Source: an optimization exercise on an open RTL-to-GDS flow (aim: small area and a short achievable clock period). Production flows keep margins and buffers that such runs may drop. Only simulation tests tie the RTL to the original design; equivalence was not proved.

==> flow/design.v (outline; a module is shown in full before it is edited, if it fits) <==
// module gemv_booth_enc: 77 lines
// module gemv_dot_pipe: 1973 lines
// module gemv_csa: 149 lines
// module gemv_stream_engine: 173 lines
module gemv_stream_engine (
  input  logic        clk,
  input  logic        rst_n,
  input  logic        start_i,
  input  logic        accum_i,
  input  logic [47:0] w_i,
  input  logic        a_valid_i,
  output logic        a_ready_o,
  input  logic [47:0] a_row_i,
  output logic        o_valid_o,
  input  logic        o_ready_i,
  output logic [15:0] o_data_o,
  output logic [1:0]  o_idx_o,
  output logic        busy_o,
  output logic        done_o,
  output logic        ovf_o
);
  // ...
==> flow/flow/run.sh <==
#!/bin/bash
# Standard layout with two changes:
#  - the port buffers that buffer_ports inserts are buf_1 instead of the tool's default
#    pick (a delay buffer), so the ports' buffers are fast;
#  - after the standard synthesis, flow/polarity.py chooses for each full adder whether it
#    works on true or complemented signals (a full adder is self-dual), which removes most
#    of the inverters that the adder extraction leaves between full adders. Registers and
#    all other cells are unchanged.
set -e
echo "export BUFFER_PORTS_ARGS = -buffer_cell sky130_fd_sc_hd__buf_1" >> config.mk
bash standard.sh synth > synth.log 2>&1
R=orfs/results/sky130hd/gemv_stream_engine/base
python3 flow/polarity.py $R/1_2_yosys.v $R/1_2_yosys_pol.v > polarity.log 2>&1
cp $R/1_2_yosys.v $R/1_2_yosys_std.v
cp $R/1_2_yosys_pol.v $R/1_2_yosys.v
rm -f $R/1_synth.odb $R/1_synth.sdc
bash standard.sh > standard.log 2>&1
==> flow/flow/polarity.py <==
#!/usr/bin/env python3
"""Full-adder polarity pass on a flat sky130 netlist written by Yosys.

A full adder is self-dual: complementing its three inputs complements both outputs.
Yosys's adder extraction leaves inverters between full adders and between the
logic that feeds them and the full adders. This pass chooses, for every fa cell,
whether it works on true or complemented signals so that as few inverters as
possible are needed, then rebuilds the inverters: every signal that some load
needs complemented gets exactly one inverter.

usage: polarity.py IN.v OUT.v
"""
import re
import sys

src = open(sys.argv[1]).read()

cell_re = re.compile(r'^  (sky130_fd_sc_hd__\w+) (\S+)\s+\((.*?)\n  \);\n', re.S | re.M)
pin_re = re.compile(r'\.(\w+)\(((?:\\\S+ )|[^()]*?)\)')

OUTPINS = {'X', 'Y', 'Q', 'Q_N', 'SUM', 'COUT', 'HI', 'LO'}

cells = []   # [type, name, [(pin, net)]]
spans = []
for m in cell_re.finditer(src):
    pins = [(p, n.strip()) for p, n in pin_re.findall(m.group(3))]
    cells.append([m.group(1), m.group(2), pins])
    spans.append((m.start(), m.end()))

port_names = set()
hdr = re.search(r'module \w+\((.*?)\);', src, re.S)
for p in hdr.group(1).split(','):
    port_names.add(p.strip())

def is_port(net):
    base = net.lstrip('\\').split('[')[0].strip()
    return base in port_names

driver = {}
for ci, (t, name, pins) in enumerate(cells):
    for p, n in pins:
        if p in OUTPINS:
            driver[n] = (ci, p)

INV = 'sky130_fd_sc_hd__inv_1'
FA = 'sky130_fd_sc_hd__fa_1'

# removable inverters: input not a port, output not a port
inv_cells = set()
for ci, (t, name, pins) in enumerate(cells):
    if t == INV:
        d = dict(pins)
        if not is_port(d['A']) and not is_port(d['Y']) and not d['A'].startswith(("1'", "0'")):
            inv_cells.add(ci)

inv_in = {}
for ci in inv_cells:
    d = dict(cells[ci][2])
    inv_in[d['Y']] = d['A']

def literal(net):
    """(base net, polarity) through chains of removable inverters."""
    pol = 0
    seen = 0
    while net in inv_in and seen < 50:
        net = inv_in[net]
        pol ^= 1
        seen += 1
    return net, pol

# loads: every input pin of a kept cell, as (cell, pin, base, pol)
loads = []
for ci, (t, name, pins) in enumerate(cells):
    if ci in inv_cells:
        continue
    for p, n in pins:
        if p in OUTPINS:
            continue
        b, pol = literal(n)
        loads.append((ci, p, b, pol))

# port nets driven by a removable inverter chain are also loads (keep them driven)
# (excluded above: inverters with port outputs are not removable)

fa_cells = [ci for ci, c in enumerate(cells) if c[0] == FA]
flip = {ci: 0 for ci in fa_cells}

by_base = {}
for L in loads:
    by_base.setdefault(L[2], []).append(L)

def drv_flip(base):
    d = driver.get(base)
    if d and d[0] in flip:
        return flip[d[0]]
    return 0

def needs_inv(base):
    f = drv_flip(base)
    for ci, p, b, pol in by_base.get(base, []):
        if pol ^ flip.get(ci, 0) ^ f:
            return True
    return False

def cost_of(bases):
    return sum(1 for b in bases if needs_inv(b))

def touched(ci):
    bs = set()
    for p, n in cells[ci][2]:
        if p in OUTPINS:
            bs.add(n)
        else:
            bs.add(literal(n)[0])
    return bs

before = cost_of(by_base.keys())
for it in range(20):
    changed = 0
    for ci in fa_cells:
        bs = touched(ci)
        c0 = cost_of(bs)
        flip[ci] ^= 1
        c1 = cost_of(bs)
        if c1 < c0:
            changed += 1
        else:
            flip[ci] ^= 1
    if not changed:
        break
after = cost_of(by_base.keys())
sys.stderr.write(f"inverters: {len(inv_cells)} removable before, {before} needed as is, {after} after {sum(flip.values())} flips\n")

def esc(n):
    return n + ' ' if n.startswith('\\') else n

# rebuild
conn = {}   # (ci, pin) -> net
new_cells = []
need = {}
for ci, p, b, pol in loads:
    want = pol ^ flip.get(ci, 0) ^ drv_flip(b)
    if want:
        if b not in need:
            nn = f"_pol{len(need)}_"
            need[b] = nn
        conn[(ci, p)] = need[b]
    else:
        conn[(ci, p)] = b
# fa outputs keep their nets; a flipped fa's nets now carry complements, which the
# loads above already account for.

out = []
pos = 0
wires = []
for ci, (t, name, pins) in enumerate(cells):
    s, e = spans[ci]
    out.append(src[pos:s])
    pos = e
    if ci in inv_cells:
        continue
    plist = []
    for p, n in pins:
        if p not in OUTPINS:
            n = conn[(ci, p)]
        plist.append(f"    .{p}({esc(n)})")
    out.append(f"  {t} {esc(name)} (\n" + ",\n".join(plist) + "\n  );\n")
for b, nn in need.items():
    wires.append(f"  wire {nn};\n")
    out.append(f"  {INV} {nn}inv (\n    .A({esc(b)}),\n    .Y({nn})\n  );\n")
out.append(src[pos:])
res = "".join(out)
# declare the new wires after the module header's port list
i = res.index(';', res.index('module ')) + 2
res = res[:i] + "".join(wires) + res[i:]
open(sys.argv[2], 'w').write(res)
==> flow/standard.sh <==
#!/bin/bash
# synth_recipe.tcl (not shown) runs the flow's synth.tcl, then flattens the netlist and writes it again
# the make line also repeats each setting of config.mk as NAME=value (left out here)
make -C /OpenROAD-flow-scripts/flow DESIGN_CONFIG=/design/flow/config.mk WORK_HOME=/design/flow/orfs CLKGATE_MAP_FILE= SYNTH_SCRIPT=/design/flow/synth_recipe.tcl "${@:-finish}"
==> flow/config.mk <==
export PLATFORM = sky130hd
export DESIGN_NAME = gemv_stream_engine
export DESIGN_NICKNAME = gemv_stream_engine
export VERILOG_FILES = /design/flow/design.v
export SDC_FILE = /design/flow/constraint.sdc
export NUM_CORES = 4
export LEC_CHECK = 0
export ABC_AREA = 1
export CAP_MARGIN = 20
export CORE_MARGIN = 2
export CORE_UTILIZATION = 40
export CTS_BUF_LIST = sky130_fd_sc_hd__clkbuf_8
export CTS_CLUSTER_SIZE = 30
export SETUP_SLACK_MARGIN = 4.75
export SLEW_MARGIN = 20
export TNS_END_PERCENT = 20
export BUFFER_PORTS_ARGS = -buffer_cell sky130_fd_sc_hd__buf_1
==> flow/constraint.sdc <==
create_clock -name core_clock -period 9.0 [get_ports {clk}]
set_input_delay 1.8000 -clock core_clock [delete_from_list [all_inputs] [get_ports {clk}]]
set_output_delay 1.8000 -clock core_clock [all_outputs]
set_load 0.01 [all_outputs]
==> impl_metrics.tcl, run 1 <==
set metrics [dict create \
    largest_reg_flops 72 \
    dp_hpwl_um 81110 \
    met2_length_um 46540 \
    syn_nets 3596 \
    highest_layer "met4" \
    crit_type "reg2reg" \
    ios 125 \
    wl_per_cell_um 24.12 \
    drive_gt1_share_pct 6.874 \
    layout.cells.non_filler 4163 \
    final_nets 3684 \
    path_depth 7 \
    cp-start-kind "flop" \
    endpoint_kind "flop" \
    cts_tree "built" \
    cts_resized 7 \
    hold_end "out_data_q[6]" \
    finalWirelength_um 100400 \
    design_area_mm2 0.03523 \
    diodes 0 \
    status "finished clean" \
    clockBufferDepth 3 \
    path_cells "xnor2_1 -> o22ai_1 -> fa_1 -> fa_1 -> fa_1 -> fa_1 -> fa_1" \
    postSynthAreaPerCell_um2 10.74 \
    clkSinkCount 367 \
    finClkSkew_ns 0.04640 \
    port-buffer-count 124 \
]
==> inputs of run 2 (changes only) <==
--- a/flow/config.mk
+++ b/flow/config.mk
@@ -13,3 +13,3 @@
 export CTS_CLUSTER_SIZE = 30
-export SETUP_SLACK_MARGIN = 4.75
+export SETUP_SLACK_MARGIN = 4.85
 export SLEW_MARGIN = 20
==> impl_metrics.tcl, run 2 <==
set metrics [dict create \
    max_slew.worst_pin.slew_ns 1.183 \
    worst-r2r-cell-count 7 \
    clockBufferDepth 3 \
    area_delta_synth_final_pct 11.17 \
    finalWirelength_um 100800 \
    syn_area_mm2 0.03196 \
    hold_class "reg2reg" \
    hold_violations 0 \
    finClkSkew_ns 0.03609 \
    setup_viol 0 \
    cts-root-buf "clkbuf_8" \
    fmax_mhz 245.0 \
    wl_per_cell_um 24.04 \
    postSynthAreaPerCell_um2 10.74 \
    reg.largest.list "sel_q: 72 flops, row_q: 48 flops" \
    cp-start-kind "flop" \
    vias_per_cell 5.522 \
    die_y_um 286.7 \
    critPathMaxStageDelay_ns 0.58 \
    num-fill-cells 7449 \
    clk-insertion-delay-late_ns 0.68 \
    h-tree-depth 3 \
    period_needed_ns 4.082 \
    reg2reg_setup_slack_ns 4.92 \
    vias 23150 \
    grt_overflow 0 \
    cp_slowest_cell "fa_1" \
    hold_depth 2 \
    cts_tree "built" \
    rsz0062_at_grt "yes" \
    diodes 0 \
    place.gp.congestion 0.9499 \
    syn_nets 3596 \
    core_area_mm2 0.07900 \
    setup_tns_ns 0 \
    grt_max_degree 160 \
    synth_warnings 1 \
    clkSinkCount 367 \
    r2r-start "sel_q[15]" \
    cp_top_family "adder cells" \
    cap_violations 0 \
    endpoint_kind "flop" \
    final_util_pct 44.98 \
    drive_gt1_share_pct 7.893 \
    status "finished clean" \
    hold_start "out_data_q[10]" \
    globalRouteTotalUtil_pct 24.55 \
    clk_pin_slew_worst_paths_ns 0.05 \
    crit_type "reg2reg" \
    synthCells 2977 \
    ant_nets 0 \
    antenna_found_initial 0 \
    final_nets 3713 \
    dieArea_mm2 0.08218 \
    first_global_vias 23800 \
    cp_num_buf_inv 1 \
    path_cells "clkinv_1 -> o21ai_0 -> fa_1 -> fa_1 -> fa_1 -> ha_1 -> fa_1" \
    regMostFlops "sel_q" \
    drt_iter0_drc 2019 \
    hold_end "out_data_q[10]" \
    critPathArrivalTime_ns 4.49 \
    cts_buffers 70 \
    row_count 103 \
    final_common_cell "fa_1" \
    relSlewSlack_pct 21.16 \
    r2r-end "s2b_q[10]" \
    largest_reg_flops 72 \
    drc 0 \
    final_cell_mix "415 x fa_1, 385 x xnor2_1, 385 x nand2_1, 347 x o22ai_1, 334 x edfxtp_1" \
    firstDrtPassIters 5 \
    ios 125 \
    port-buffer-count 124 \
    cpMostUsedCell "fa_1" \
    grt_pass1_wl_um 150100 \
    cp.required_ns 9.41 \
    cp_max_fo 17 \
    dp_hpwl_um 81110 \
    die_w_um 286.7 \
    drv_slew 0 \
    start_util_pct 40.46 \
    timing.final.crit_share_pct 45.35 \
]
[run 2: worst max path at each step]
stage,from,end,slack [ns],cells after the start
3_5_place_dp,in_cnt_q[0],s2d_q[13],4.24,12
6_report,sel_q[15],s2b_q[10],4.92,7
4_1_cts,in_cnt_q[0],s2d_q[19],4.86,12
3_3_place_gp,in_cnt_q[0],s2d_q[16],4.33,12
2_1_floorplan,o_ready_i,s2_valid_q,4.24,4
5_1_grt,sel_q[52],s2d_q[18],4.83,7
[run 2: what timing repair did]
| item | 4_1_cts | 5_1_grt |
|---|---|---|
| setup buffers | 40 | 37 |
| pin swaps | 0 | 1 |
| hold buffers | 0 | 0 |
| resized for setup | 13 | 11 |
| cloned | 0 | 3 |
| endpoints found under the setup margin | 84 | 28 |
[run 2: layout make-up]
cell class              count  area, um2  area share (%)
clock inverters            45      341.6          0.9614
clock buffers              75       1032           2.905
well taps                1050       1314           3.698
flip-flops and latches    367      10860           30.56
inverters                 242      933.4           2.627
multi-input cells        2183      19470           54.80
repair buffers            230       1579           4.444
[run 2: layer usage]
metal  part of all wire [%]  wire length (um)  up-vias  GRT usage, %
met5                      0                 0        -             0
met4                    3.8              3872        0         8.181
met3                    6.9              6947      219         3.951
met2                     46             46420      958         39.40
met1                     43             43550    11630         33.98
li1                       -                 -    10340             -
[run 2: worst register-to-register path: cells and delay by family (launching register included)]
kind | cells | cell delay [ns]
AOI/OAI and AO/OA | 1 | 0.53
adders and majority gates | 5 | 2.42
buffers and inverters | 1 | 0.53
DFF | 1 | 0.33
[run 2: through the flow]
step	setup WS, ns	hold WS [ns]	std cells	instance area [um2]
floorplan	4.235	0.4529	2977	31980
global placement	4.326	0.4666	3991	33190
detailed placement	4.243	0.4682	3991	33190
CTS	4.857	0.4838	4151	35040
global route	4.832	0.5075	4192	35530
finish	4.918	0.4781	4192	35530
==> inputs of run 3 (changes only) <==
--- a/flow/config.mk
+++ b/flow/config.mk
@@ -10,6 +10,7 @@
 export CORE_MARGIN = 2
-export CORE_UTILIZATION = 40
+export CORE_UTILIZATION = 45
 export CTS_BUF_LIST = sky130_fd_sc_hd__clkbuf_8
 export CTS_CLUSTER_SIZE = 30
-export SETUP_SLACK_MARGIN = 4.85
+export GPL_TIMING_DRIVEN = 0
+export SETUP_SLACK_MARGIN = 4.75
 export SLEW_MARGIN = 20
==> impl_metrics.tcl, run 3 <==
set metrics [dict create \
    status "finished clean" \
    drive_gt1_share_pct 10.88 \
    dp.cells 4050 \
    worst-r2r-cell-count 9 \
    place.gp.congestion 0.9758 \
    cp_max_fo 10 \
    clk-insertion-delay-late_ns 0.71 \
    regMostFlops "sel_q" \
    reg.largest.list "sel_q: 72 flops, row_q: 48 flops" \
    final_cell_mix "396 x fa_1, 385 x nand2_1, 374 x xnor2_1, 334 x edfxtp_1, 333 x o22ai_1" \
    cts_tree "built" \
    synth_warnings 1 \
    critPathMaxStageDelay_ns 0.61 \
    final-seq-area_mm2 0.01086 \
    setup_tns_ns 0 \
    cp_slowest_cell "fa_1" \
    fmax_mhz 237.5 \
    ios 125 \
    postSynthAreaPerCell_um2 10.74 \
    setup_viol 0 \
    port-buffer-count 124 \
    h-tree-depth 3 \
    timing.final.crit_share_pct 46.79 \
    grt_max_degree 57 \
    dieArea_mm2 0.07317 \
    design_area_mm2 0.03577 \
    period_needed_ns 4.211 \
    antenna_found_initial 0 \
    dpl_cell_area_mm2 0.03383 \
    met3_usage_pct 4.953 \
    cp-start-kind "flop" \
    reg2reg_setup_slack_ns 4.79 \
    final_common_cell "fa_1" \
    path_cells "clkbuf_4 -> buf_4 -> xnor2_1 -> o21ai_0 -> fa_1 -> fa_1 -> fa_1 -> fa_1 -> fa_1" \
    layout.cells.non_filler 4184 \
    die_y_um 270.5 \
    die_w_um 270.5 \
    multiInputGateArea_mm2 0.01969 \
    critPathArrivalTime_ns 4.63 \
    drv_slew 0 \
    crit_type "reg2reg" \
    diodes 0 \
    hold_class "reg2reg" \
    rsz0062_at_grt "yes" \
    vias_per_cell 5.625 \
    cp.required_ns 9.42 \
    finClkSkew_ns 0.05380 \
    relSlewSlack_pct 26.41 \
    syn_nets 3596 \
    max_slew.worst_pin.slew_ns 1.092 \
    grt_pass1_wl_um 158600 \
    cts-root-buf "clkbuf_8" \
    clk_pin_slew_worst_paths_ns 0.06 \
    drt_iter0_drc 2248 \
    grt_overflow 0 \
    firstDrtPassIters 6 \
    num-fill-cells 6442 \
    use_met1_pct 38.86 \
    synthCells 2977 \
    whs_ns 0.4829 \
    hold_violations 0 \
    first_global_vias 24460 \
    dp_hpwl_um 93290 \
    cpMostUsedCell "fa_1" \
    top_usage_layer "met2" \
    clockBufferDepth 3 \
    row_count 97 \
    start_util_pct 45.56 \
    ant_nets 0 \
    r2r-start "sel_q[26]" \
    syn_area_mm2 0.03196 \
    endpoint_kind "flop" \
    r2r-end "s2d_q[16]" \
    hold_start "out_data_q[7]" \
    globalRouteTotalUtil_pct 30.02 \
    wl_per_cell_um 26.19 \
    cts_buffers 69 \
    drc 0 \
    grt_util_met2_pct 51.43 \
    ctsHoldBuffers 0 \
    clkSinkCount 367 \
    crit_end "s2d_q[16]" \
    final_nets 3815 \
    area_delta_synth_final_pct 11.93 \
    core_area_mm2 0.07015 \
    vias 23540 \
    largest_reg_flops 72 \
    cap_violations 0 \
    finalWirelength_um 109600 \
    startpoint "sel_q[26]" \
]
## run 3: cell types whose count changed in the layout (fill, tap and decap cells not counted), moves of 14 or more
cell	before	now
buf_2	0	20
clkbuf_2	2	71
clkbuf_4	0	16
buf_1	122	136
o22ai_2	0	14
clkbuf_1	0	28
buf_4	82	36
fa_1	415	396
o22ai_1	347	333
buf_12	21	6
fa_2	1	20
## run 3: worst max-delay path, delay by kind of cell, from the launching register on
kind / cells / cell delay (ns)
buffers and inverters: 2 / 0.47
DFF: 1 / 0.50
adders and majority gates: 5 / 2.49
AOI/OAI and AO/OA: 1 / 0.31
xor gates and xnor gates: 1 / 0.16
## run 3: metal layers
metal  routed length (um)  up-vias
li1                     -    10560
met1                44760    11870
met2                53670      924
met3                 7306      179
met4                 3836        0
met5                    0        -
## run 3: how the worst min path moves through the flow
stage / end / slack, ns / cells past startpoint
3_3_place_gp: out_data_q[9] / 0.46 / 2
3_5_place_dp: out_data_q[9] / 0.47 / 2
2_1_floorplan: s1_valid_q / 0.45 / 2
4_1_cts: out_data_q[9] / 0.48 / 2
6_report: out_data_q[7] / 0.48 / 2
5_1_grt: out_data_q[2] / 0.51 / 2
## run 3: final cells by class
| type | instances | area share, % |
|---|---|---|
| multi-input cells | 2183 | 55.03 |
| well taps | 940 | 3.288 |
| inverters | 242 | 2.578 |
| plain buffers | 185 | 3.113 |
| clock buffers | 69 | 2.655 |
| repair buffers | 148 | 2.151 |
| flip-flops and latches | 367 | 30.35 |
| clock inverters | 50 | 0.8359 |
## run 3: repair_timing
action	4_1_cts	5_1_grt
setup buffers	6	8
setup endpoints to repair	85	46
resized for setup	125	137
pin swaps	5	16
## run 3: stage by stage
stage          util (%)  worst slack, ns
6_report          51.00            4.789
5_1_grt           51.00            4.707
4_1_cts           50.51            4.668
3_5_place_dp      48.23            3.945
3_3_place_gp      47.92            2.820
2_1_floorplan         -            4.235
==> inputs of run 4 (changes only) <==
--- a/flow/config.mk
+++ b/flow/config.mk
@@ -10,6 +10,5 @@
 export CORE_MARGIN = 2
-export CORE_UTILIZATION = 45
+export CORE_UTILIZATION = 50
 export CTS_BUF_LIST = sky130_fd_sc_hd__clkbuf_8
 export CTS_CLUSTER_SIZE = 30
-export GPL_TIMING_DRIVEN = 0
 export SETUP_SLACK_MARGIN = 4.75
==> impl_metrics.tcl, run 4 <==
set metrics [dict create \
    regMostFlops "sel_q" \
    hold_depth 2 \
    cp-start-kind "flop" \
    ios 125 \
    vias_per_cell 5.890 \
    setup_tns_ns 0 \
    relSlewSlack_pct 32.95 \
    cp_max_fo 8 \
    max_slew.worst_pin.slew_ns 0.9952 \
    syn_area_mm2 0.03196 \
    grt_pass1_wl_um 150900 \
    drive_gt1_share_pct 6.456 \
    status "finished clean" \
    firstDrtPassIters 6 \
    endpoint_kind "flop" \
    clk-insertion-delay-late_ns 0.69 \
    clkSinkCount 367 \
    grt_overflow 0 \
    fmax_mhz 240.5 \
    crit_type "reg2reg" \
    synthCells 2977 \
    whs_ns 0.4833 \
    final-seq-area_mm2 0.01086 \
    postSynthAreaPerCell_um2 10.74 \
    timing.final.crit_share_pct 46.20 \
    cap_violations 0 \
    drt_iter0_drc 2206 \
    syn_nets 3596 \
    hold_violations 0 \
    antenna_found_initial 1 \
    wl_per_cell_um 25.78 \
    cts-root-buf "clkbuf_8" \
    reg.largest.list "sel_q: 72 flops, row_q: 48 flops" \
    final_util_pct 55.09 \
    start_util_pct 50.67 \
    core_area_mm2 0.06308 \
    finalWirelength_um 101700 \
    num-fill-cells 5625 \
    synth_warnings 1 \
    die_w_um 256.8 \
    final_nets 3667 \
    clockBufferDepth 3 \
    die_y_um 256.8 \
    vias 23240 \
    cp.required_ns 9.41 \
    final_common_cell "fa_1" \
    port-buffer-count 124 \
    setup_viol 0 \
    largest_reg_flops 72 \
    dieArea_mm2 0.06596 \
    worst-r2r-cell-count 7 \
    row_count 92 \
    area_delta_synth_final_pct 8.738 \
    grt_max_degree 74 \
    period_needed_ns 4.158 \
    cts_buffers 67 \
    final_cell_mix "416 x fa_1, 385 x xnor2_1, 385 x nand2_1, 347 x o22ai_1, 334 x edfxtp_1" \
    drc 0 \
    clk_pin_slew_worst_paths_ns 0.06 \
    h-tree-depth 3 \
    drv_slew 0 \
    multiInputGateArea_mm2 0.01946 \
    first_global_vias 23590 \
    finClkSkew_ns 0.04769 \
    hold_class "reg2reg" \
    cts_tree "built" \
    ant_nets 0 \
    dp_hpwl_um 82990 \
    critPathArrivalTime_ns 4.57 \
    globalRouteTotalUtil_pct 31.00 \
    place.gp.congestion 0.9844 \
    reg2reg_setup_slack_ns 4.84 \
    rsz0062_at_grt "yes" \
]
[run 4: changes by cell type in the layout (fill, tap and decap cells not counted), moves of 9 or more]
cell	delta
buf_1	-13
o22ai_1	+14
xnor2_1	+11
buf_4	+11
buf_12	+9
buf_2	-20
clkbuf_1	-28
o22ai_2	-14
fa_2	-20
clkbuf_4	-16
fa_1	+20
clkbuf_2	-70
xnor2_2	-11
[run 4: worst paths after layout]
path	startpoint	end
worst max-delay path	row_q[44]	s2d_q[16]
worst min-delay path	out_data_q[14]	out_data_q[14]
worst max register to register	row_q[44]	s2d_q[16]
worst min register to register	out_data_q[14]	out_data_q[14]
max in group asynchronous	rst_n	s2_valid_q
min in group asynchronous	rst_n	out_data_q[8]
[run 4: worst max-delay path: stages (launching register included)]
cell and delay (ns):
edfxtp_1 0.79, xnor2_1 0.20, o22ai_1 0.37, fa_1 0.51, fa_1 0.49, fa_1 0.54, fa_1 0.52, fa_1 0.48
[run 4: what timing repair did]
item	4_1_cts	5_1_grt
hold buffers	0	0
gates cloned	0	1
setup buffers	30	4
endpoints found under the setup margin	44	26
gates resized for setup	8	13
pin swaps	0	0
[run 4: final cells by class]
cell class                 count  share of cell area (%)
multi-input combinational   2183                   55.98
sequential                   367                   31.24
timing repair buffer         187                   3.294
tap                          846                   3.046
clock buffer                  73                   2.891
inverter                     242                   2.661
clock inverter                46                  0.8821
antenna                        1                0.007200
[run 4: per-layer routing]
layer	up-vias	global-route usage [%]	wire [um]
met5	-	0	0
met4	0	10.34	3645
met3	196	5.911	8382
met2	1045	49.51	47240
met1	11760	42.78	42450
li1	10230	-	-
[run 4: per-stage QoR]
step | instances | setup slack, ns | area (um2)
after CTS | 3939 | 4.762 | 34650
after global routing | 3945 | 4.741 | 34750
final | 3945 | 4.842 | 34750
after global placement | 3789 | 4.485 | 32940
after floorplan | 2977 | 4.235 | 31980
after detailed placement | 3790 | 4.487 | 32960
==> inputs of run 5 (changes only) <==
--- a/flow/config.mk
+++ b/flow/config.mk
@@ -10,3 +10,3 @@
 export CORE_MARGIN = 2
-export CORE_UTILIZATION = 50
+export CORE_UTILIZATION = 55
 export CTS_BUF_LIST = sky130_fd_sc_hd__clkbuf_8
==> impl_metrics.tcl, run 5 <==
set metrics [dict create \
    drv_slew 0 \
    timing.final.crit_share_pct 46.84 \
    hold_violations 0 \
    largest_reg_flops 72 \
    grt_overflow 0 \
    synth_warnings 1 \
    die_y_um 245.1 \
    reg.largest.list "sel_q: 72 flops, row_q: 48 flops" \
    h-tree-depth 3 \
    setup_viol 0 \
    drt_iter0_drc 2313 \
    cp_max_fo 8 \
    setup_tns_ns 0 \
    endpoint_kind "flop" \
    place.gp.congestion 0.9954 \
    hold_start "out_data_q[2]" \
    hold_depth 2 \
    final_common_cell "fa_1" \
    area_delta_synth_final_pct 8.667 \
    first_global_vias 24100 \
    wl_per_cell_um 26.24 \
    reg2reg_setup_slack_ns 4.78 \
    relSlewSlack_pct 36.69 \
    cts-root-buf "clkbuf_8" \
    max_slew.worst_pin.slew_ns 0.9496 \
    crit_type "reg2reg" \
    rsz0062_at_grt "no" \
    grt_pass1_wl_um 151300 \
    final_cell_mix "416 x fa_1, 385 x xnor2_1, 385 x nand2_1, 347 x o22ai_1, 334 x edfxtp_1" \
    globalRouteTotalUtil_pct 34.36 \
    dieArea_mm2 0.06005 \
    firstDrtPassIters 5 \
    critPathArrivalTime_ns 4.60 \
    regMostFlops "sel_q" \
    final_nets 3666 \
    cp.required_ns 9.38 \
    syn_nets 3596 \
    finClkSkew_ns 0.03724 \
    cts_tree "built" \
    core_area_mm2 0.05759 \
    dp.cells 3707 \
    drive_gt1_share_pct 6.288 \
    finalWirelength_um 101500 \
    status "finished clean" \
    port-buffer-count 124 \
    start_util_pct 55.50 \
    drc 0 \
    worst-r2r-cell-count 7 \
    synthCells 2977 \
    ctsHoldBuffers 0 \
    cap_violations 0 \
    grt_max_degree 151 \
    ant_nets 0 \
    clk-insertion-delay-late_ns 0.68 \
    hold_class "reg2reg" \
    num-fill-cells 4844 \
    vias_per_cell 6.028 \
    cts_buffers 68 \
    r2r-end "s2d_q[14]" \
    die_w_um 245.1 \
    layout.cells.non_filler 3868 \
    fmax_mhz 237.2 \
    cp-start-kind "flop" \
    clkSinkCount 367 \
    period_needed_ns 4.215 \
    clk_pin_slew_worst_paths_ns 0.06 \
    clockBufferDepth 3 \
    syn_area_mm2 0.03196 \
    r2r-start "row_q[16]" \
    postSynthAreaPerCell_um2 10.74 \
    ios 125 \
    antenna_found_initial 1 \
    hold_end "out_data_q[2]" \
    dp_hpwl_um 82050 \
    row_count 88 \
    vias 23320 \
]
[run 5: repair_timing]
item,CTS,global route
cloned,0,3
gates resized for setup,5,17
buffers inserted,22,9
setup endpoints to repair,70,24
hold endpoints to repair,0,0
[run 5: final cells by class]
type	count	area, um2	share of cell area (%)
Clock inverter	54	374.1	1.077
Timing Repair Buffer	185	1177	3.390
Tap cell	765	957.2	2.756
Inverter	242	929.6	2.677
Antenna cell	2	5.005	0.01441
Sequential cell	367	10860	31.26
Multi-Input combinational cell	2183	19470	56.06
Clock buffer	70	963.4	2.774
[run 5: worst max-delay path, stage by stage, from the launching register on]
cell	delay (ns)
edfxtp_1	0.65
xnor2_1	0.23
o21ai_0	0.47
fa_1	0.56
fa_1	0.60
fa_1	0.50
fa_1	0.46
fa_1	0.47
[run 5: how the worst max path moves through the flow]
stage	end	from	slack, ns	depth (start not counted)
finish	s2d_q[14]	row_q[16]	4.78	7
global placement	s2d_q[13]	in_cnt_q[0]	4.42	12
detailed placement	s2d_q[13]	in_cnt_q[0]	4.28	12
floorplan	s2_valid_q	o_ready_i	4.24	4
global route	s2d_q[18]	row_q[43]	4.76	7
CTS	s2d_q[13]	in_cnt_q[0]	4.73	12
[run 5: per-layer routing]
layer / part of all wire [%] / wire (um) / global-route usage (%)
met5: 0 / 0 / 0
met4: 3.8 / 3830 / 11.87
met3: 8.8 / 8929 / 7.380
met2: 46 / 46730 / 54.13
met1: 41 / 42020 / 47.41
[run 5: through the flow]
| step | cell area (um2) | hold WS (ns) | util, % | setup slack (ns) |
|---|---|---|---|---|
| 2_1_floorplan | 31980 | 0.4529 | - | 4.235 |
| 3_3_place_gp | 32840 | 0.4659 | 57.04 | 4.419 |
| 3_5_place_dp | 32840 | 0.4656 | 57.04 | 4.277 |
| 4_1_cts | 34460 | 0.4816 | 59.84 | 4.729 |
| 5_1_grt | 34730 | 0.5180 | 60.31 | 4.756 |
| 6_report | 34730 | 0.4797 | 60.31 | 4.785 |
==> inputs of run 6 (changes only) <==
--- a/flow/config.mk
+++ b/flow/config.mk
@@ -10,3 +10,3 @@
 export CORE_MARGIN = 2
-export CORE_UTILIZATION = 55
+export CORE_UTILIZATION = 45
 export CTS_BUF_LIST = sky130_fd_sc_hd__clkbuf_8
==> impl_metrics.tcl, run 6 <==
set metrics [dict create \
    status "finished clean" \
    path_cells "xnor2_1 -> o22ai_1 -> fa_1 -> fa_1 -> fa_1 -> fa_1 -> fa_1" \
    finalWirelength_um 102700 \
    whs_ns 0.4780 \
    drive_gt1_share_pct 6.562 \
    syn_area_mm2 0.03196 \
    cp.required_ns 9.40 \
    regMostFlops "sel_q" \
    cp_top_family "adder cells" \
    die_w_um 270.5 \
    syn_nets 3596 \
    cp_max_fo 8 \
    clkSinkCount 367 \
    setup_tns_ns 0 \
    postSynthAreaPerCell_um2 10.74 \
    period_needed_ns 4.125 \
    dieArea_mm2 0.07317 \
    final_cell_mix "416 x fa_1, 385 x xnor2_1, 385 x nand2_1, 347 x o22ai_1, 334 x edfxtp_1" \
    clockBufferDepth 3 \
    core_area_mm2 0.07015 \
    dp.cells 3882 \
    rsz0062_at_grt "yes" \
    ant_nets 0 \
    wl_per_cell_um 25.36 \
    cp_slowest_cell "edfxtp_1" \
    drv_slew 0 \
    diodes 0 \
    dp_hpwl_um 83610 \
    synth_warnings 1 \
    ios 125 \
    start_util_pct 45.56 \
    timing.final.crit_share_pct 45.83 \
    crit_type "reg2reg" \
    ctsHoldBuffers 0 \
    vias_per_cell 5.757 \
    antenna_found_initial 1 \
    final_nets 3678 \
    die_y_um 270.5 \
    vias 23310 \
    drc 0 \
    cts_tree "built" \
    pre_cts_slack_ns 4.246 \
    clk-insertion-delay-late_ns 0.68 \
    hold_violations 0 \
    grt_max_degree 160 \
    critPathMaxStageDelay_ns 0.65 \
    synthCells 2977 \
    design_area_mm2 0.03497 \
    cts-root-buf "clkbuf_8" \
    grt_overflow 0 \
    final_util_pct 49.84 \
    relSlewSlack_pct 34.12 \
    reg.largest.list "sel_q: 72 flops, row_q: 48 flops" \
    critPathArrivalTime_ns 4.53 \
    cpMostUsedCell "fa_1" \
    num-fill-cells 6470 \
    globalRouteTotalUtil_pct 28.23 \
    first_global_vias 24360 \
    setup_viol 0 \
    endpoint_kind "flop" \
    fmax_mhz 242.5 \
    setup_slack_ns 4.875 \
    row_count 97 \
    largest_reg_flops 72 \
    finClkSkew_ns 0.03195 \
    dpl_cell_area_mm2 0.03308 \
    hold_class "reg2reg" \
    grt_pass1_wl_um 153500 \
    place.gp.congestion 1.019 \
    final_common_cell "fa_1" \
    cts_buffers 68 \
    cp_num_buf_inv 0 \
    clk_pin_slew_worst_paths_ns 0.06 \
    drt_iter0_drc 2296 \
    cap_violations 0 \
    firstDrtPassIters 6 \
    port-buffer-count 124 \
    cp-start-kind "flop" \
    max_slew.worst_pin.slew_ns 0.9883 \
    area_delta_synth_final_pct 9.403 \
    layout.cells.non_filler 4049 \
    h-tree-depth 3 \
]
## run 6: worst reg2reg max path, cell delays in order (launching register included)
cell and delay, ns:
edfxtp_1 0.65, xnor2_1 0.36, o22ai_1 0.16, fa_1 0.57, fa_1 0.59, fa_1 0.54, fa_1 0.49, fa_1 0.50
## run 6: timing repair
item / CTS / global route
setup buffers: 26 / 19
gates cloned: 0 / 1
setup endpoints to repair: 73 / 23
gates resized for setup: 4 / 15
## run 6: worst paths after layout
kind,from,endpoint,slack (ns),cells after the start
worst max-delay path,row_q[23],s2d_q[15],4.88,7
worst min-delay path,out_data_q[6],out_data_q[6],0.48,2
worst max register to register,row_q[23],s2d_q[15],4.88,7
worst min register to register,out_data_q[6],out_data_q[6],0.48,2
max in group asynchronous,rst_n,s1_valid_q,7.28,1
min in group asynchronous,rst_n,acc_vld_q[0],1.20,1
## run 6: layer usage
| layer | vias to the layer above | GRT usage (%) | routed length [um] |
|---|---|---|---|
| li1 | 10270 | - | - |
| met1 | 11810 | 38.61 | 43460 |
| met2 | 1000 | 45.28 | 47520 |
| met3 | 227 | 5.494 | 7901 |
| met4 | 0 | 9.378 | 3808 |
| met5 | - | 0 | 0 |
## run 6: cell type report
class,count,area (um2),share of cell area [%]
well taps,940,1176,3.364
clock inverters,50,386.6,1.106
flip-flops and latches,367,10860,31.05
clock buffers,70,963.4,2.755
inverters,242,939.7,2.687
repair buffers,197,1189,3.399
multi-input cells,2183,19460,55.64
==> inputs of run 7 (changes only) <==
--- a/flow/config.mk
+++ b/flow/config.mk
@@ -7,6 +7,6 @@
 export LEC_CHECK = 0
-export ABC_AREA = 1
+export ABC_AREA = 0
 export CAP_MARGIN = 20
 export CORE_MARGIN = 2
-export CORE_UTILIZATION = 45
+export CORE_UTILIZATION = 50
 export CTS_BUF_LIST = sky130_fd_sc_hd__clkbuf_8
==> impl_metrics.tcl, run 7 <==
set metrics [dict create \
    crit_type "reg2reg" \
    die_y_um 264.0 \
    rsz0062_at_grt "yes" \
    drc 0 \
    timing.final.crit_share_pct 46.61 \
    firstDrtPassIters 8 \
    port-buffer-count 124 \
    syn_nets 3625 \
    clockBufferDepth 3 \
    cp-start-kind "flop" \
    regMostFlops "sel_q" \
    ctsHoldBuffers 0 \
    start_util_pct 50.42 \
    drv_slew 0 \
    first_global_vias 25020 \
    final_cell_mix "401 x fa_1, 334 x edfxtp_1, 269 x nand2_1, 243 x inv_1, 213 x xor2_1" \
    synthCells 3006 \
    clk-insertion-delay-late_ns 0.70 \
    cp_max_fo 15 \
    design_area_mm2 0.03755 \
    grt_max_degree 58 \
    status "finished clean" \
    cts-root-buf "clkbuf_8" \
    hold_class "reg2reg" \
    grt_pass1_wl_um 166700 \
    drt_iter0_drc 3601 \
    h-tree-depth 3 \
    worst-r2r-cell-count 14 \
    cts_buffers 70 \
    cap_violations 0 \
    endpoint_kind "flop" \
    cp.required_ns 9.44 \
    drive_gt1_share_pct 12.80 \
    setup_tns_ns 0 \
    hold_depth 1 \
    vias_per_cell 6.484 \
    finClkSkew_ns 0.05266 \
    met2_length_um 51580 \
    syn_area_mm2 0.03380 \
    area_delta_synth_final_pct 11.11 \
    postSynthAreaPerCell_um2 11.24 \
    critPathArrivalTime_ns 4.63 \
    antenna_found_initial 2 \
    highest_layer "met5" \
    clkSinkCount 367 \
    final_nets 3679 \
    hold_violations 0 \
    fmax_mhz 238.4 \
    globalRouteTotalUtil_pct 32.20 \
    core_area_mm2 0.06704 \
    finalWirelength_um 112800 \
    dr_wl_met3_um 11000 \
    relSlewSlack_pct 30.42 \
    max_slew.worst_pin.slew_ns 1.033 \
    wl_met1_um 45950 \
    period_needed_ns 4.195 \
    largest_reg_flops 72 \
    vias 25880 \
    reg.largest.list "sel_q: 72 flops, row_q: 48 flops" \
    cts_tree "built" \
    final_util_pct 56.02 \
    place.gp.congestion 0.9863 \
    wl_per_cell_um 28.26 \
    setup_viol 0 \
    dpl_cell_area_mm2 0.03440 \
    dieArea_mm2 0.06969 \
    row_count 95 \
    synth_warnings 1 \
    clk_pin_slew_worst_paths_ns 0.06 \
    final_common_cell "fa_1" \
    ant_nets 0 \
    die_w_um 264.0 \
    grt_overflow 0 \
    dp_hpwl_um 84780 \
    ios 125 \
]
run 7: per-layer routing:
metal	track usage, %	vias up
met3	6.833	275
met1	44.90	13060
met2	50.99	1567
li1	-	10980
met4	9.321	2
met5	0	-
run 7: cell type report:
type / instances / area [um2]
Timing Repair inverter: 1 / 5.005
Clock buffer: 75 / 1032
Multi-Input combinational cell: 2066 / 20940
Tap cell: 873 / 1092
Sequential cell: 367 / 10860
Inverter: 234 / 900.9
Fill cell: 5783 / 29490
Antenna cell: 1 / 2.502
Timing Repair Buffer: 320 / 2283
Clock inverter: 55 / 439.2
run 7: final timing paths:
check | startpoint | endpoint | slack, ns
min in group asynchronous | rst_n | out_data_q[5] | 1.21
max reg2reg | in_cnt_q[0] | s2b_q[10] | 4.81
min reg2reg | acc_vld_q[0] | acc_vld_q[0] | 0.48
min | acc_vld_q[0] | acc_vld_q[0] | 0.48
max in group asynchronous | rst_n | acc_vld_q[0] | 7.26
max | in_cnt_q[0] | s2b_q[10] | 4.81
run 7: metrics by stage:
stage / hold slack (ns) / setup slack [ns] / cells
after global placement: 0.4469 / 4.387 / 3705
final: 0.4805 / 4.805 / 3992
after CTS: 0.4797 / 4.545 / 3881
after global routing: 0.4907 / 4.666 / 3992
after floorplan: 0.4301 / 4.646 / 3006
after detailed placement: 0.4509 / 4.268 / 3705
run 7: critical path, cell delays in order (launching register included):
cell and delay, ns:
dfrtp_1 0.41, inv_2 0.09, ha_4 0.14, and2_4 0.19
buf_12 0.16, buf_4 0.13, a22oi_1 0.06, o21ai_0 0.18
nand2_1 0.15, fa_1 0.54, fa_1 0.49, fa_1 0.45
fa_1 0.38, inv_1 0.15, fa_1 0.44
run 7: what timing repair did:
action,4_1_cts,5_1_grt
setup buffers,43,106
gates resized for setup,21,38
cloned,3,2
pin swaps,1,14
endpoints found under the setup margin,78,74

==> static timing again, ports no longer ideal <==
The flow's constraints put no driver on any port. The routed layouts listed below were extracted and timed again, unchanged, in two steps. Step 1: set_driving_cell puts a clkbuf_16 on clk and a buf_2 on each other input, an assumption about the parent block. Step 2 moves the port delays by t, midway between the first and last clock arrival at a register: inputs arrive t later, outputs are due t later. That takes back most of the time a late clock gives input paths. a / b / c = ideal ports / drivers / drivers and shift; a / b = the first two.
| run | t, ns | setup WS [ns] | hold WS [ns] | latest minus earliest clock arrival (ns) |
|---|---|---|---|---|
| run 1 | 0.729 | 4.832 / 4.832 / 4.733 | 0.478 / 0.478 / 0.478 | 0.050 / 0.050 |
| run 2 | 0.728 | 4.918 / 4.918 / 4.846 | 0.478 / 0.478 / 0.478 | 0.039 / 0.039 |
| run 3 | 0.743 | 4.789 / 4.789 / 4.789 | 0.483 / 0.483 / 0.483 | 0.054 / 0.054 |
| run 4 | 0.727 | 4.842 / 4.842 / 4.681 | 0.483 / 0.483 / 0.483 | 0.048 / 0.048 |
| run 5 | 0.716 | 4.785 / 4.785 / 4.541 | 0.480 / 0.480 / 0.480 | 0.037 / 0.037 |
| run 6 | 0.724 | 4.875 / 4.875 / 4.661 | 0.478 / 0.478 / 0.478 | 0.032 / 0.033 |
| run 7 | 0.741 | 4.805 / 4.805 / 4.247 | 0.480 / 0.480 / 0.480 | 0.054 / 0.054 |
After both steps setup and hold are still met in every run listed. For run 7, which loses most, drivers alone change the setup slack by 0.000 ns; drivers and shift together by -0.558 ns.
